This is an optimization exercise on Yosys and OpenROAD, whose aim is small area, a short achievable clock period and few clock cycles per item, not a production implementation. Only simulation tests tie the RTL to the original design; equivalence was not proved. Power and IR drop assume default switching activity.

==> run a <==
==> flow/design.v <==
`timescale 1ns / 1ps
package acm_pkg;
    localparam int MAX_PATTERN = 64;
    localparam int ADDR_W      = $clog2(MAX_PATTERN);
    localparam int IDX_W       = $clog2(MAX_PATTERN + 1);
    localparam int POS_W       = 16;
    typedef enum logic {
        CMD_PATTERN = 1'b0,
        CMD_TEXT    = 1'b1
    } cmd_t;
endpackage
`timescale 1ns / 1ps
module acm_ram #(
    parameter int WIDTH = 8,
    parameter int DEPTH = 64
) (
    input  logic                     aclk,
    input  logic                     we,
    input  logic [$clog2(DEPTH)-1:0] waddr,
    input  logic [WIDTH-1:0]         wdata,
    input  logic [$clog2(DEPTH)-1:0] raddr,
    output logic [WIDTH-1:0]         rdata
);
    logic [WIDTH-1:0] mem [DEPTH];
    always_ff @(posedge aclk) begin
        if (we) begin
            mem[waddr] <= wdata;
        end
        rdata <= mem[raddr];
    end
endmodule
`timescale 1ns / 1ps
module apostolico_crochemore_matcher_core (
    input  logic             aclk,
    input  logic             aresetn,
    input  logic             s_valid,
    output logic             s_ready,
    input  logic             s_cmd,
    input  logic [7:0]       s_data,
    input  logic             s_last,
    output logic             m_valid,
    input  logic             m_ready,
    output logic             m_found,
    output logic [acm_pkg::POS_W-1:0] m_position
);
    localparam int N     = acm_pkg::MAX_PATTERN;    
    localparam int AW    = acm_pkg::ADDR_W;         
    localparam int IW    = acm_pkg::IDX_W;          
    localparam int POS_W = acm_pkg::POS_W;
    logic             s_ready_q;
    logic             iv, icmd, ilast;
    logic [7:0]       idata;
    logic             acc;
    assign acc = s_valid && s_ready_q;
    always_ff @(posedge aclk) begin
        idata <= s_data;
        icmd  <= s_cmd;
        ilast <= s_last;
        iv    <= aresetn && acc;
    end
    logic             loading, have, fresh;
    logic [IW-1:0]    kcnt;         
    logic [AW-1:0]    mm1;          
    logic [AW-1:0]    wc;           
    logic [POS_W-1:0] poscnt;
    logic [AW-1:0]    h, hl;        
    logic [IW-1:0]    idx;
    logic             pat_beat, txt_beat, text_exec, wr;
    logic [AW-1:0]    mm1_new;
    assign idx       = loading ? kcnt : '0;
    assign pat_beat  = iv && !icmd;
    assign txt_beat  = iv && icmd;
    assign text_exec = txt_beat && have;
    assign wr        = pat_beat && !idx[IW-1];
    assign mm1_new   = idx[IW-1] ? AW'(N - 1) : idx[AW-1:0];
    logic             loading_n;
    logic [IW-1:0]    kcnt_n;
    logic [AW-1:0]    h_n, hl_n;
    always_comb begin
        loading_n = loading;
        kcnt_n    = kcnt;
        if (pat_beat) begin
            loading_n = !ilast;
            kcnt_n    = idx[IW-1] ? idx : idx + IW'(1);
        end
        h_n  = (wr && idx == '0) ? '0 : h + AW'(1);
        hl_n = wr ? '0 : hl + AW'(1);
    end
    always_ff @(posedge aclk) begin
        if (!aresetn) begin
            loading <= 1'b0;
            have    <= 1'b0;
            fresh   <= 1'b1;
            kcnt    <= '0;
            h       <= '0;
            hl      <= '0;
        end else begin
            loading <= loading_n;
            kcnt    <= kcnt_n;
            h       <= h_n;
            hl      <= hl_n;
            if (pat_beat) begin
                have  <= ilast;
                fresh <= 1'b1;
            end else if (text_exec) begin
                fresh <= ilast;
            end
        end
    end
    always_ff @(posedge aclk) begin
        if (pat_beat && ilast) begin
            mm1    <= mm1_new;
            wc     <= mm1_new;
            poscnt <= '0;
        end else if (text_exec) begin
            if (ilast) begin
                wc     <= mm1;
                poscnt <= '0;
            end else if (wc != '0) begin
                wc <= wc - AW'(1);
            end else begin
                poscnt <= poscnt + POS_W'(1);
            end
        end
    end
    logic [7:0] ring [N];
    always_ff @(posedge aclk) begin
        ring[0] <= wr ? idata : ring[N-1];
        for (int s = 1; s < N; s++) ring[s] <= ring[s-1];
    end
    logic [N-1:0] g, first, lastp;
    genvar gs;
    generate
        for (gs = 0; gs < N; gs++) begin : g_slot
            logic eq;
            assign eq        = (ring[gs] == idata);
            assign first[gs] = (h == AW'(gs));
            assign lastp[gs] = (hl == AW'((gs + 1) % N));
            always_ff @(posedge aclk) begin
                if (text_exec) begin
                    g[gs] <= (first[gs] || (g[gs] && !fresh)) && eq;
                end else begin
                    g[gs] <= g[(gs + N - 1) % N];
                end
            end
        end
    endgenerate
    logic             rv, rhave;
    logic [POS_W-1:0] rpos;
    logic             rfound;
    always_ff @(posedge aclk) begin
        if (!aresetn) begin
            rv <= 1'b0;
        end else begin
            rv <= txt_beat;
        end
        rhave <= have;
        if (text_exec && wc == '0) begin
            rpos <= poscnt;
        end else begin
            rpos <= '0;
        end
    end
    assign rfound = rhave && |(g & lastp);
    logic             ov;
    logic [POS_W:0]   od;
    logic [POS_W:0]   q [3];
    logic [1:0]       qrd, qwr, qcnt;
    logic [2:0]       cnt;
    logic             out_free, pop, push_q, q_take;
    logic [POS_W:0]   rres;
    assign rres     = {rfound, rpos};
    assign pop      = ov && m_ready;
    assign out_free = !ov || m_ready;
    assign q_take   = out_free && (qcnt != '0);
    assign push_q   = rv && !(out_free && qcnt == '0);
    always_ff @(posedge aclk) begin
        if (out_free) begin
            od <= (qcnt != '0) ? q[qrd] : rres;
        end
        if (push_q) begin
            q[qwr] <= rres;
        end
    end
    logic [2:0] cnt_n;
    logic       space_n;
    logic [IW-1:0] idx_a;
    logic          pat_a, wr_a, loading_a, full_a, hl0_a;
    always_comb begin
        cnt_n = cnt + {2'b0, acc} - {2'b0, pop} - {2'b0, pat_beat};
        space_n = (cnt_n <= 3'd3);
        idx_a     = loading_n ? kcnt_n : '0;
        pat_a     = acc && !s_cmd;
        wr_a      = pat_a && !idx_a[IW-1];
        loading_a = pat_a ? !s_last : loading_n;
        full_a    = pat_a ? idx_a[IW-1] || idx_a == IW'(N - 1) : kcnt_n[IW-1];
        hl0_a     = wr_a || (hl_n == AW'(N - 1));
    end
    always_ff @(posedge aclk) begin
        if (!aresetn) begin
            ov        <= 1'b0;
            qrd       <= '0;
            qwr       <= '0;
            qcnt      <= '0;
            cnt       <= '0;
            s_ready_q <= 1'b1;
        end else begin
            if (out_free) begin
                ov <= (qcnt != '0) || rv;
            end
            if (q_take) begin
                qrd <= (qrd == 2'd2) ? 2'd0 : qrd + 2'd1;
            end
            if (push_q) begin
                qwr <= (qwr == 2'd2) ? 2'd0 : qwr + 2'd1;
            end
            qcnt      <= qcnt + {1'b0, push_q} - {1'b0, q_take};
            cnt       <= cnt_n;
            s_ready_q <= space_n && (!loading_a || full_a || hl0_a);
        end
    end
    assign s_ready    = s_ready_q;
    assign m_valid    = ov;
    assign m_found    = od[POS_W];
    assign m_position = od[POS_W-1:0];
endmodule
==> flow/run.sh <==
#!/bin/bash
# synth_recipe.tcl (not shown) runs the flow's synth.tcl, then flattens the netlist and writes it again
# the make line also repeats each setting of config.mk as NAME=value (left out here)
make -C /OpenROAD-flow-scripts/flow DESIGN_CONFIG=/design/flow/config.mk WORK_HOME=/design/flow/orfs CLKGATE_MAP_FILE= SYNTH_SCRIPT=/design/flow/synth_recipe.tcl finish
==> flow/config.mk <==
export PLATFORM = sky130hd
export DESIGN_NAME = apostolico_crochemore_matcher_core
export DESIGN_NICKNAME = apostolico_crochemore_matcher_core
export VERILOG_FILES = /design/flow/design.v
export SDC_FILE = /design/flow/constraint.sdc
export NUM_CORES = 4
export LEC_CHECK = 0
export CAP_MARGIN = 20
export CORE_MARGIN = 2
export CORE_UTILIZATION = 40
export SETUP_SLACK_MARGIN = 5
export SLEW_MARGIN = 20
==> flow/constraint.sdc <==
create_clock -name core_clock -period 8.0 [get_ports {aclk}]
set_input_delay 1.6000 -clock core_clock [delete_from_list [all_inputs] [get_ports {aclk}]]
set_output_delay 1.6000 -clock core_clock [all_outputs]
set_load 0.01 [all_outputs]
==> run b: changes against run a <==
==> flow/design.v, changed modules only <==
module apostolico_crochemore_matcher_core (
    input  logic             aclk,
    input  logic             aresetn,
    input  logic             s_valid,
    output logic             s_ready,
    input  logic             s_cmd,
    input  logic [7:0]       s_data,
    input  logic             s_last,
    output logic             m_valid,
    input  logic             m_ready,
    output logic             m_found,
    output logic [acm_pkg::POS_W-1:0] m_position
);
    localparam int N     = acm_pkg::MAX_PATTERN;    
    localparam int AW    = acm_pkg::ADDR_W;         
    localparam int IW    = acm_pkg::IDX_W;          
    localparam int POS_W = acm_pkg::POS_W;
    logic             sv, scmd, slast;      
    logic [7:0]       sdata;
    logic             iv, icmd, ilast;      
    logic [7:0]       idata;
    logic             acc, hold;
    assign acc = s_valid && !sv;
    always_ff @(posedge aclk) begin
        if (!hold) begin
            idata <= sv ? sdata : s_data;
            icmd  <= sv ? scmd  : s_cmd;
            ilast <= sv ? slast : s_last;
        end else if (!sv) begin
            sdata <= s_data;
            scmd  <= s_cmd;
            slast <= s_last;
        end
    end
    always_ff @(posedge aclk) begin
        if (!aresetn) begin
            iv <= 1'b0;
            sv <= 1'b0;
        end else if (!hold) begin
            iv <= sv || acc;
            sv <= 1'b0;
        end else begin
            sv <= sv || acc;
        end
    end
    logic             loading, have, fresh;
    logic [IW-1:0]    kcnt;         
    logic [AW-1:0]    mm1;          
    logic [AW-1:0]    wc;           
    logic [POS_W-1:0] poscnt;
    logic [AW-1:0]    h, hl;        
    logic             rv, ov, r_stall;
    logic [IW-1:0]    idx;
    logic             pat_go, txt_go, scan, wr;
    logic [AW-1:0]    mm1_new;
    assign r_stall = rv && ov && !m_ready;
    assign idx     = loading ? kcnt : '0;
    assign hold    = iv && (icmd ? r_stall : (loading && !kcnt[IW-1] && hl != '0));
    assign pat_go  = iv && !icmd && !hold;
    assign txt_go  = iv && icmd && !hold;
    assign scan    = txt_go && have;
    assign wr      = pat_go && !idx[IW-1];
    assign mm1_new = idx[IW-1] ? AW'(N - 1) : idx[AW-1:0];
    always_ff @(posedge aclk) begin
        if (!aresetn) begin
            loading <= 1'b0;
            have    <= 1'b0;
            fresh   <= 1'b1;
            kcnt    <= '0;
            h       <= '0;
            hl      <= '0;
        end else begin
            h  <= (wr && idx == '0) ? '0 : h + AW'(1);
            hl <= wr ? '0 : hl + AW'(1);
            if (pat_go) begin
                loading <= !ilast;
                kcnt    <= idx[IW-1] ? idx : idx + IW'(1);
                have    <= ilast;
                fresh   <= 1'b1;
            end else if (scan) begin
                fresh   <= ilast;
            end
        end
    end
    always_ff @(posedge aclk) begin
        if (pat_go && ilast) begin
            mm1    <= mm1_new;
            wc     <= mm1_new;
            poscnt <= '0;
        end else if (scan) begin
            if (ilast) begin
                wc     <= mm1;
                poscnt <= '0;
            end else if (wc != '0) begin
                wc <= wc - AW'(1);
            end else begin
                poscnt <= poscnt + POS_W'(1);
            end
        end
    end
    logic [7:0] ring [N];
    always_ff @(posedge aclk) begin
        ring[0] <= wr ? idata : ring[N-1];
        for (int s = 1; s < N; s++) ring[s] <= ring[s-1];
    end
    logic [N-1:0] g, first, lastp;
    genvar gs;
    generate
        for (gs = 0; gs < N; gs++) begin : g_slot
            logic eq;
            assign eq        = (ring[gs] == idata);
            assign first[gs] = (h == AW'(gs));
            assign lastp[gs] = (hl == AW'((gs + 1) % N));
            always_ff @(posedge aclk) begin
                if (scan) begin
                    g[gs] <= (first[gs] || (g[gs] && !fresh)) && eq;
                end else begin
                    g[gs] <= g[(gs + N - 1) % N];
                end
            end
        end
    endgenerate
    logic             rhave, rfirst, rf_hold, rfound;
    logic [POS_W-1:0] rpos;
    logic             o_take;
    logic [POS_W:0]   od;
    assign rfound = rfirst ? (rhave && |(g & lastp)) : rf_hold;
    assign o_take = !ov || m_ready;
    always_ff @(posedge aclk) begin
        if (!aresetn) begin
            rv <= 1'b0;
            ov <= 1'b0;
        end else begin
            if (txt_go) begin
                rv <= 1'b1;
            end else if (o_take) begin
                rv <= 1'b0;
            end
            if (o_take) begin
                ov <= rv;
            end
        end
    end
    always_ff @(posedge aclk) begin
        rfirst  <= txt_go;
        rf_hold <= rfound;
        if (txt_go) begin
            rhave <= have;
            rpos  <= (have && wc == '0) ? poscnt : '0;
        end
        if (o_take) begin
            od <= {rfound, rpos};
        end
    end
    assign s_ready    = !sv;
    assign m_valid    = ov;
    assign m_found    = od[POS_W];
    assign m_position = od[POS_W-1:0];
endmodule
==> flow/flow/run.sh (new file) <==
#!/bin/bash
set -euo pipefail
bash standard.sh SETUP_SLACK_MARGIN=5.5 finish > flow_standard.log 2>&1
==> flow/standard.sh (new file) <==
#!/bin/bash
# synth_recipe.tcl (not shown) runs the flow's synth.tcl, then flattens the netlist and writes it again
# the make line also repeats each setting of config.mk as NAME=value (left out here)
make -C /OpenROAD-flow-scripts/flow DESIGN_CONFIG=/design/flow/config.mk WORK_HOME=/design/flow/orfs CLKGATE_MAP_FILE= SYNTH_SCRIPT=/design/flow/synth_recipe.tcl "${@:-finish}"
--- a/flow/config.mk
+++ b/flow/config.mk
@@ -9,4 +9,4 @@
 export CORE_MARGIN = 2
 export CORE_UTILIZATION = 40
-export SETUP_SLACK_MARGIN = 5
+export CTS_BUF_LIST = sky130_fd_sc_hd__clkbuf_4 sky130_fd_sc_hd__clkbuf_8
 export SLEW_MARGIN = 20
removed: flow/run.sh
==> results.txt <==
- Between run b and run a, the lower non-clock buffer count is in run a (gap 25).
- Of run a and run b, run b has the higher count of clock-buffer cells in the layout (gap 66).
- Against run a, the clock power of run b is smaller by about 15%.
- In run a the sequential cell count is higher than in run b, by 50.
- Against run a, the sequential power of run b is smaller by 12%.
Testbench counts of run a, summed over its fixed seeds: cycles 28,267, text beats 26,169.
Testbench counts of run b, summed over its fixed seeds: cycles 28,267, text beats 26,169.

==> inputs of build 86 <==
Starts from the design.v that is shown in full above.
clock: 8.0 ns
lec_check: 0
abc_clock_period_in_ps: 2700
cap_margin: 20
core_margin: 2
core_utilization: 40
setup_slack_margin: 5
slew_margin: 20
run.sh (not shown) runs the stock make flow with config.mk's settings and CLKGATE_MAP_FILE= SYNTH_SCRIPT=/design/flow/synth_recipe.tcl, a recipe that flattens the netlist after the stock synthesis.
Stock flow here: none of the scripts above is used.
==> build 31: changes against build 86 <==
==> flow/design.v, changed modules only <==
module apostolico_crochemore_matcher_core (
    input  logic             aclk,
    input  logic             aresetn,
    input  logic             s_valid,
    output logic             s_ready,
    input  logic             s_cmd,
    input  logic [7:0]       s_data,
    input  logic             s_last,
    output logic             m_valid,
    input  logic             m_ready,
    output logic             m_found,
    output logic [acm_pkg::POS_W-1:0] m_position
);
    localparam int N     = acm_pkg::MAX_PATTERN;    
    localparam int AW    = acm_pkg::ADDR_W;         
    localparam int IW    = acm_pkg::IDX_W;          
    localparam int POS_W = acm_pkg::POS_W;
    logic             sv, scmd, slast;      
    logic [7:0]       sdata;
    logic             iv, icmd, ilast;      
    logic [7:0]       idata;
    logic             acc, hold;
    assign acc = s_valid && !sv;
    always_ff @(posedge aclk) begin
        if (!hold) begin
            idata <= sv ? sdata : s_data;
            icmd  <= sv ? scmd  : s_cmd;
            ilast <= sv ? slast : s_last;
        end else if (!sv) begin
            sdata <= s_data;
            scmd  <= s_cmd;
            slast <= s_last;
        end
    end
    always_ff @(posedge aclk) begin
        if (!aresetn) begin
            iv <= 1'b0;
            sv <= 1'b0;
        end else if (!hold) begin
            iv <= sv || acc;
            sv <= 1'b0;
        end else begin
            sv <= sv || acc;
        end
    end
    logic             loading, have, fresh;
    logic [IW-1:0]    kcnt;         
    logic [AW-1:0]    mm1;          
    logic [AW-1:0]    wc;           
    logic [POS_W-1:0] poscnt;
    logic [AW-1:0]    h, hl;        
    logic             rv, ov, r_stall;
    logic [IW-1:0]    idx;
    logic             pat_go, txt_go, scan, wr;
    logic [AW-1:0]    mm1_new;
    assign r_stall = rv && ov && !m_ready;
    assign idx     = loading ? kcnt : '0;
    assign hold    = iv && (icmd ? r_stall : (loading && !kcnt[IW-1] && hl != '0));
    assign pat_go  = iv && !icmd && !hold;
    assign txt_go  = iv && icmd && !hold;
    assign scan    = txt_go && have;
    assign wr      = pat_go && !idx[IW-1];
    assign mm1_new = idx[IW-1] ? AW'(N - 1) : idx[AW-1:0];
    always_ff @(posedge aclk) begin
        if (!aresetn) begin
            loading <= 1'b0;
            have    <= 1'b0;
            fresh   <= 1'b1;
            kcnt    <= '0;
            h       <= '0;
            hl      <= '0;
        end else begin
            h  <= (wr && idx == '0) ? '0 : h + AW'(1);
            hl <= wr ? '0 : hl + AW'(1);
            if (pat_go) begin
                loading <= !ilast;
                kcnt    <= idx[IW-1] ? idx : idx + IW'(1);
                have    <= ilast;
                fresh   <= 1'b1;
            end else if (scan) begin
                fresh   <= ilast;
            end
        end
    end
    always_ff @(posedge aclk) begin
        if (pat_go && ilast) begin
            mm1    <= mm1_new;
            wc     <= mm1_new;
            poscnt <= '0;
        end else if (scan) begin
            if (ilast) begin
                wc     <= mm1;
                poscnt <= '0;
            end else if (wc != '0) begin
                wc <= wc - AW'(1);
            end else begin
                poscnt <= poscnt + POS_W'(1);
            end
        end
    end
    logic [7:0] ring [N];
    always_ff @(posedge aclk) begin
        ring[0] <= wr ? idata : ring[N-1];
        for (int s = 1; s < N; s++) ring[s] <= ring[s-1];
    end
    logic [N-1:0] g, first, lastp;
    genvar gs;
    generate
        for (gs = 0; gs < N; gs++) begin : g_slot
            logic eq;
            assign eq        = (ring[gs] == idata);
            assign first[gs] = (h == AW'(gs));
            assign lastp[gs] = (hl == AW'((gs + 1) % N));
            always_ff @(posedge aclk) begin
                if (scan) begin
                    g[gs] <= (first[gs] || (g[gs] && !fresh)) && eq;
                end else begin
                    g[gs] <= g[(gs + N - 1) % N];
                end
            end
        end
    endgenerate
    logic             rhave, rfirst, rf_hold, rfound;
    logic [POS_W-1:0] rpos;
    logic             o_take;
    logic [POS_W:0]   od;
    assign rfound = rfirst ? (rhave && |(g & lastp)) : rf_hold;
    assign o_take = !ov || m_ready;
    always_ff @(posedge aclk) begin
        if (!aresetn) begin
            rv <= 1'b0;
            ov <= 1'b0;
        end else begin
            if (txt_go) begin
                rv <= 1'b1;
            end else if (o_take) begin
                rv <= 1'b0;
            end
            if (o_take) begin
                ov <= rv;
            end
        end
    end
    always_ff @(posedge aclk) begin
        rfirst  <= txt_go;
        rf_hold <= rfound;
        if (txt_go) begin
            rhave <= have;
            rpos  <= (have && wc == '0) ? poscnt : '0;
        end
        if (o_take) begin
            od <= {rfound, rpos};
        end
    end
    assign s_ready    = !sv;
    assign m_valid    = ov;
    assign m_found    = od[POS_W];
    assign m_position = od[POS_W-1:0];
endmodule
==> flow/flow/run.sh (new file) <==
#!/bin/bash
set -euo pipefail
bash standard.sh SETUP_SLACK_MARGIN=5.5 finish > flow_standard.log 2>&1
==> flow/standard.sh (new file) <==
#!/bin/bash
# synth_recipe.tcl (not shown) runs the flow's synth.tcl, then flattens the netlist and writes it again
# the make line also repeats each setting of config.mk as NAME=value (left out here)
make -C /OpenROAD-flow-scripts/flow DESIGN_CONFIG=/design/flow/config.mk WORK_HOME=/design/flow/orfs CLKGATE_MAP_FILE= SYNTH_SCRIPT=/design/flow/synth_recipe.tcl "${@:-finish}"
- ABC_CLOCK_PERIOD_IN_PS: 2700 -> not set
- SETUP_SLACK_MARGIN: 5 -> not set
removed: flow/run.sh
==> trial 38: changes against build 86 <==
- ABC_CLOCK_PERIOD_IN_PS: 2700 -> not set
- SETUP_SLACK_MARGIN: 5 -> not set
==> comparison table <==
Layout cells sized above 1: trial 38 7.38%; build 31 10.5%; build 86 8.05%
Cell count after placement: trial 38 2988; build 31 2798; build 86 2987
RSZ-0062 raised after global routing: trial 38 no; build 31 yes; build 86 no
Met2 Use GR: trial 38 26.5%; build 31 29.5%; build 86 28.1%
Number of clock buffers in the layout: trial 38 99; build 31 101; build 86 104
Buffer share of cell area: trial 38 1.46%; build 31 2.59%; build 86 1.37%
Final worst path period share: trial 38 45.0%; build 31 34.0%; build 86 36.3%
Effective utilization at floorplan: trial 38 40.6%; build 31 40.6%; build 86 40.6%
Post-CTS clock slew at the launch and capture registers of the worst setup and hold paths: trial 38 60 ps; build 31 60 ps; build 86 70 ps
Minimum clock period after layout: trial 38 3600 ps; build 31 2720 ps; build 86 2900 ps
Internal power contribution: trial 38 6.46 mW; build 31 5.65 mW; build 86 6.41 mW
Floorplan die height: trial 38 257 um; build 31 249 um; build 86 257 um
Number of register bits inferred by synthesis: trial 38 736; build 31 686; build 86 736
Kind of critical path: trial 38 input pin to register; build 31 register to primary output; build 86 input pin to register
Sink Count: trial 38 736; build 31 686; build 86 736
Critical Path Fanout Max: trial 38 19; build 31 1; build 86 2
Worst reg2reg endpoint: trial 38 s_ready_q; build 31 wc[1]; build 86 od[16]
Outcome: trial 38 finished clean; build 31 finished clean; build 86 finished clean
Average cell area after synthesis: trial 38 11.6 um^2; build 31 11.5 um^2; build 86 11.6 um^2
Static leakage: trial 38 12.2 nW; build 31 11.6 nW; build 86 12.3 nW
DR iter-0 viols: trial 38 921; build 31 1069; build 86 887
Testbench counts of build 86, summed over its fixed seeds: cycles 28,267, text beats 26,169.
Testbench counts of build 31, summed over its fixed seeds: cycles 28,267, text beats 26,169.
Testbench counts of trial 38, summed over its fixed seeds: cycles 28,267, text beats 26,169.

-- afterwards: timing with drivers on the ports --
The results above use ideal ports. As a check the final layouts listed here were re-extracted and re-timed, cells and wires unchanged.
Step 1, drivers: a clkbuf_16 drives aclk and a buf_2 each remaining input, both assumed.
Step 2 times the ports against the registers' clock, not the clock port: input delays grow and output delays shrink by t, the midpoint of the rising clock arrivals with the driver on.
a / b / c = ideal ports / drivers / drivers and shift; a / b = the first two.
run	t (ns)	setup slack, ns	hold slack, ns	worst data-port slew with drivers (ns)	pins driven straight from the clock port
run a	0.656	5.095 / 5.073 / 4.481	0.352 / 0.352 / 0.352	0.04	1
run b	0.751	5.178 / 5.126 / 4.881	0.347 / 0.347 / 0.347	0.05	1
build 86	0.656	5.095 / 5.073 / 4.481	0.352 / 0.352 / 0.352	0.04	1
build 31	0.653	5.283 / 5.227 / 4.900	0.344 / 0.344 / 0.344	0.05	1
trial 38	0.665	4.400 / 4.436 / 3.770	0.348 / 0.348 / 0.348	0.04	1
After both steps setup and hold are still met in every run listed. The setup slack of trial 38, which loses most, moves by +0.036 ns with the drivers and by -0.630 ns with both steps.
